This is an optimization exercise on Yosys and OpenROAD, whose aim is small area, not a production implementation.
In this exercise RTL edits were held to simulation tests only and were not proved equivalent to the original.
No activity file was given, so power comes from the tool's default toggle rates.

## wip/lagoon
// sme
module sme #(
    parameter int max_string_len  = 32,
    parameter int max_pattern_len = 8
) (
    input  logic                                 clk,
    input  logic                                 reset,
    input  sme_pkg::char_t                       chardata,
    input  logic                                 isstring,
    input  logic                                 ispattern,
    output logic                                 valid,
    output logic                                 match,
    output logic [$clog2(max_string_len)-1:0]    match_index
);
clock: 10.0 ns
lec_check: 0
cap_margin: 20
core_margin: 2
core_utilization: 80
cts_buf_list: sky130_fd_sc_hd__clkbuf_8
cts_cluster_diameter: 50
cts_cluster_size: 20
slew_margin: 20
standard.sh (not shown) runs the stock make flow with config.mk's settings and CLKGATE_MAP_FILE= SYNTH_SCRIPT=/design/flow/synth_recipe.tcl, a recipe that flattens the netlist after the stock synthesis.
==> flow/flow/run.sh <==
#!/bin/bash
# The standard layout (the standard.sh, synthesis unchanged), with the
# smallest buffer on the ports and a clock tree without dummy balancing loads.
set -euo pipefail
export BUFFER_PORTS_ARGS="-buffer_cell sky130_fd_sc_hd__buf_1"
export CTS_ARGS="-sink_clustering_enable -repair_clock_nets -sink_clustering_size 20 -sink_clustering_max_diameter 50 -buf_list sky130_fd_sc_hd__clkbuf_8 -dont_use_dummy_load"
bash standard.sh > standard.log 2>&1
wip/lagoon ran to completion and came out clean on the timing, design-rule and antenna checks.
[inputs] wip/pepper vs wip/lagoon
# wip/lagoon
export LEC_CHECK = 0
export CAP_MARGIN = 20
export CORE_MARGIN = 2
export CORE_UTILIZATION = 80
export CTS_BUF_LIST = sky130_fd_sc_hd__clkbuf_8
export CTS_CLUSTER_DIAMETER = 50
export CTS_CLUSTER_SIZE = 20
export SLEW_MARGIN = 20
create_clock -name core_clock -period 10.0 [get_ports {clk}]
# wip/pepper
export LEC_CHECK = 0
export CAP_MARGIN = 20
export CORE_MARGIN = 2
export CORE_UTILIZATION = 75
export CTS_BUF_LIST = sky130_fd_sc_hd__clkbuf_8
export CTS_CLUSTER_DIAMETER = 50
export CTS_CLUSTER_SIZE = 20
export SLEW_MARGIN = 20
create_clock -name core_clock -period 10.0 [get_ports {clk}]
Results
- Compared to wip/lagoon, wip/pepper leaves more free space in the core.
- Clock power delta for wip/pepper relative to wip/lagoon: about 2% lower
- The worst voltage drop across the vdd grid reported for wip/pepper is smaller than that of wip/lagoon by 22 uV.
- Total non-filler cell area in the finished layout, wip/pepper vs wip/lagoon: up slightly
- Lower final clock skew among wip/pepper and wip/lagoon: wip/pepper
- wip/pepper vs. wip/lagoon: routed wire length dropped 18%, synthesis-to-layout area growth climbed 0.38 points, area enclosed by the die boundary climbed 6.4%.
- Reported for wip/pepper and wip/lagoon, number of hold-slack violations in the final timing report turned out identical to the last digit.
- Looking at wip/pepper and wip/lagoon, the proportion of cell area occupied by multi-input gates is a wash.
- wip/pepper leaves less setup margin than wip/lagoon.

---

sme, a different RTL version from the one above (not shown whole).
Size in the first run: roughly 690 cells after synthesis, ~360 flip-flops, about 9700 um2 of cells after synthesis.
==> flow/config.mk <==
export PLATFORM = sky130hd
export DESIGN_NAME = sme
export DESIGN_NICKNAME = sme
export VERILOG_FILES = /design/flow/design.v
export SDC_FILE = /design/flow/constraint.sdc
export NUM_CORES = 4
export LEC_CHECK = 0
export CAP_MARGIN = 20
export CORE_MARGIN = 2
export CORE_UTILIZATION = 70
export CTS_BUF_LIST = sky130_fd_sc_hd__clkbuf_8
export CTS_CLUSTER_DIAMETER = 50
export CTS_CLUSTER_SIZE = 18
export SLEW_MARGIN = 20
==> flow/constraint.sdc <==
create_clock -name core_clock -period 10.0 [get_ports {clk}]
set_input_delay 2.0000 -clock core_clock [delete_from_list [all_inputs] [get_ports {clk}]]
set_output_delay 2.0000 -clock core_clock [all_outputs]
set_load 0.01 [all_outputs]
==> flow/flow/run.sh <==
#!/bin/bash
# Standard layout, with single-drive buffers on the ports.
cp standard.sh standard_copy.sh.txt
cp synth_recipe.tcl synth_recipe_copy.tcl.txt
export BUFFER_PORTS_ARGS="-buffer_cell sky130_fd_sc_hd__buf_1"
bash standard.sh > standard.log 2>&1
==> next run, changes <==
==> flow/run.sh (new file) <==
#!/bin/bash
# synth_recipe.tcl (not shown) runs the flow's synth.tcl, then flattens the netlist and writes it again
# the make line also repeats each setting of config.mk as NAME=value (left out here)
make -C /OpenROAD-flow-scripts/flow DESIGN_CONFIG=/design/flow/config.mk WORK_HOME=/design/flow/orfs CLKGATE_MAP_FILE= SYNTH_SCRIPT=/design/flow/synth_recipe.tcl finish
removed: flow/flow/run.sh
removed: flow/standard.sh
First-iteration DRC count grows by about 3.7%.
Wire length grows by about 1.7%.
Clock skew hardly moves.
Final area grows by about 1%.
Worst setup slack is worse by 0.39 ns.

---

Another version of the RTL of sme (not shown whole).
Size: ~360 flip-flops, ~0.0099 mm² of cells after synthesis.
clock: 10.0 ns
lec_check: 0
cap_margin: 20
core_margin: 2
core_utilization: 70
cts_buf_list: sky130_fd_sc_hd__clkbuf_8
cts_cluster_diameter: 50
cts_cluster_size: 18
slew_margin: 20
run.sh (not shown) runs the stock make flow with config.mk's settings and CLKGATE_MAP_FILE= SYNTH_SCRIPT=/design/flow/synth_recipe.tcl, a recipe that flattens the netlist after the stock synthesis.
Stock flow here: none of the scripts above is used.
Change:
Settings changed: ABC_AREA set to 1, CORE_UTILIZATION 70 to 40, CTS_BUF_LIST sky130_fd_sc_hd__clkbuf_8 to sky130_fd_sc_hd__clkbuf_4, CTS_CLUSTER_DIAMETER 50 to not set, CTS_CLUSTER_SIZE 18 to not set.
Setup slack degrades by 62 ps.
Synthesized area came out higher by 2.0%.
Clock skew came out higher by 77 ps.
Global-route usage came out lower by 6.8 points.
Change:
Settings changed: ABC_AREA 1 to not set, CORE_UTILIZATION 40 to 70, CTS_BUF_LIST sky130_fd_sc_hd__clkbuf_4 to sky130_fd_sc_hd__clkbuf_16, CTS_CLUSTER_DIAMETER set to 45, CTS_CLUSTER_SIZE set to 30.
Via count drops by 13%.
Fmax fell by 0.39%.
First-iteration DRC count grows by 59%.
Sequential power fell by about 4%.
Hold slack gets better by 9.8 ps.
Design area is lower by 4.4%.
Change:
Settings changed: CTS_BUF_LIST sky130_fd_sc_hd__clkbuf_16 to sky130_fd_sc_hd__clkbuf_4, CTS_CLUSTER_DIAMETER 45 to 35, CTS_CLUSTER_SIZE 30 to 12.
Result: The changed run produced a clean layout. Cell count goes up by 1.9%. Synthesized area does not change. Worst setup slack is better by 87 ps. Total power goes down by 14%.
Change:
Settings changed: CORE_UTILIZATION 70 to 40, CTS_BUF_LIST sky130_fd_sc_hd__clkbuf_4 to not set, CTS_CLUSTER_DIAMETER 35 to not set, CTS_CLUSTER_SIZE 12 to not set.
After rerunning: First-iteration DRC count rises by about 0.5%. Die area rises by 72%. Worst setup slack loses 180 ps. Synthesized area stays the same. Total power rises by about 22%. Cell area rises by about 8%.

---

Another version of the RTL of sme (not shown whole).
Size: about 9600 um^2 of cells after synthesis.
==> flow/config.mk <==
export PLATFORM = sky130hd
export DESIGN_NAME = sme
export DESIGN_NICKNAME = sme
export VERILOG_FILES = /design/flow/design.v
export SDC_FILE = /design/flow/constraint.sdc
export NUM_CORES = 4
export LEC_CHECK = 0
export CAP_MARGIN = 20
export CORE_MARGIN = 2
export CORE_UTILIZATION = 70
export CTS_BUF_LIST = sky130_fd_sc_hd__clkbuf_8
export CTS_CLUSTER_DIAMETER = 60
export CTS_CLUSTER_SIZE = 20
export SLEW_MARGIN = 20
==> flow/constraint.sdc <==
create_clock -name core_clock -period 10.0 [get_ports {clk}]
set_input_delay 2.0000 -clock core_clock [delete_from_list [all_inputs] [get_ports {clk}]]
set_output_delay 2.0000 -clock core_clock [all_outputs]
set_load 0.01 [all_outputs]
standard.sh (not shown) runs the stock make flow with config.mk's settings and CLKGATE_MAP_FILE= SYNTH_SCRIPT=/design/flow/synth_recipe.tcl, a recipe that flattens the netlist after the stock synthesis.
==> flow/flow/run.sh <==
#!/bin/bash
# The standard layout (the standard.sh, synthesis unchanged), with the
# smallest buffer on the ports instead of the default port buffer.
set -euo pipefail
export BUFFER_PORTS_ARGS="-buffer_cell sky130_fd_sc_hd__buf_1"
bash standard.sh > standard.log 2>&1
Then changed:
==> flow/flow/run.sh (replaced) <==
#!/bin/bash
# The standard layout (the standard.sh, synthesis unchanged), with the
# smallest buffer on the ports and a clock tree without dummy balancing loads.
set -euo pipefail
export BUFFER_PORTS_ARGS="-buffer_cell sky130_fd_sc_hd__buf_1"
export CTS_ARGS="-sink_clustering_enable -repair_clock_nets -sink_clustering_size 18 -sink_clustering_max_diameter 50 -buf_list sky130_fd_sc_hd__clkbuf_8 -dont_use_dummy_load"
bash standard.sh > standard.log 2>&1
Settings changed: CTS_CLUSTER_DIAMETER 60 to 50, CTS_CLUSTER_SIZE 20 to 18.
The changed run completed with no timing, DRC or antenna violations.
Clock-buffer cell count went up by 3.
Design area is about the same.
Worst setup slack gets better by 57 ps.
Critical path depth stays the same.
Total power went down by 0.98%.
Sequential share of layout area went up by 0.12 points.
Then changed:
==> flow/flow/run.sh (replaced) <==
#!/bin/bash
# The standard layout (the standard.sh, synthesis unchanged), with the
# smallest buffer on the ports and a clock tree without dummy balancing loads.
set -euo pipefail
export BUFFER_PORTS_ARGS="-buffer_cell sky130_fd_sc_hd__buf_1"
export CTS_ARGS="-sink_clustering_enable -repair_clock_nets -sink_clustering_size 20 -sink_clustering_max_diameter 50 -buf_list sky130_fd_sc_hd__clkbuf_8 -dont_use_dummy_load"
bash standard.sh > standard.log 2>&1
Settings changed: CORE_UTILIZATION 70 to 75, CTS_CLUSTER_SIZE 18 to 20.
The changed run ran to the end with no violations.
Design area came out lower slightly.
Worst setup slack is worse by 26 ps.
Utilization went up by 4.3 points.
Die area decreases by a few percent.
Via count goes up slightly.
Clock-buffer cell count went down by 3.
Routed wire length fell slightly.
Global-route usage went up by 1.0 points.
Sequential cell count is unchanged.
Non-clock buffer count decreases by 1.
Register-to-register slack gets better by 120 ps.

## afterwards: timing with drivers on the ports
No port has a modelled driver above. Below, the same layouts with a new extraction and two added sets of constraints.
Step 1: set_driving_cell puts a clkbuf_16 on clk and a buf_2 on each other input, an assumption about the parent block.
Step 2 times the ports against the registers' clock, not the clock port: input delays grow and output delays shrink by t, the midpoint of the rising clock arrivals with the driver on.
a / b / c = ideal ports / drivers / drivers and shift; a / b = the first two.
run | t, ns | setup WS [ns] | worst setup path at the end
wip/lagoon | 0.539 | 5.671 / 5.638 / 6.137 | input to register
wip/pepper | 0.556 | 5.627 / 5.589 / 6.146 | register to output
the first run of note 2 | 0.583 | 5.661 / 5.624 / 6.207 | register to output
the second run of note 2 | 0.580 | 5.271 / 5.235 / 5.815 | register to output
the first run of note 3 | 0.577 | 6.343 / 6.353 / 5.776 | input to register
the second run of note 3 | 0.720 | 6.281 / 6.300 / 5.580 | input to register
the third run of note 3 | 0.570 | 6.266 / 6.283 / 5.714 | input to register
the fourth run of note 3 | 0.667 | 6.353 / 6.365 / 5.698 | input to register
the fifth run of note 3 | 0.548 | 6.174 / 6.195 / 5.646 | input to register
the first run of note 4 | 0.579 | 5.637 / 5.600 / 6.124 | input to register
the second run of note 4 | 0.556 | 5.694 / 5.658 / 6.127 | input to register
the third run of note 4 | 0.557 | 5.668 / 5.632 / 6.091 | input to register
After both steps every run listed still meets setup and hold. For the second run of note 3, which loses most, drivers alone change the setup slack by +0.019 ns; drivers and shift together by -0.701 ns.
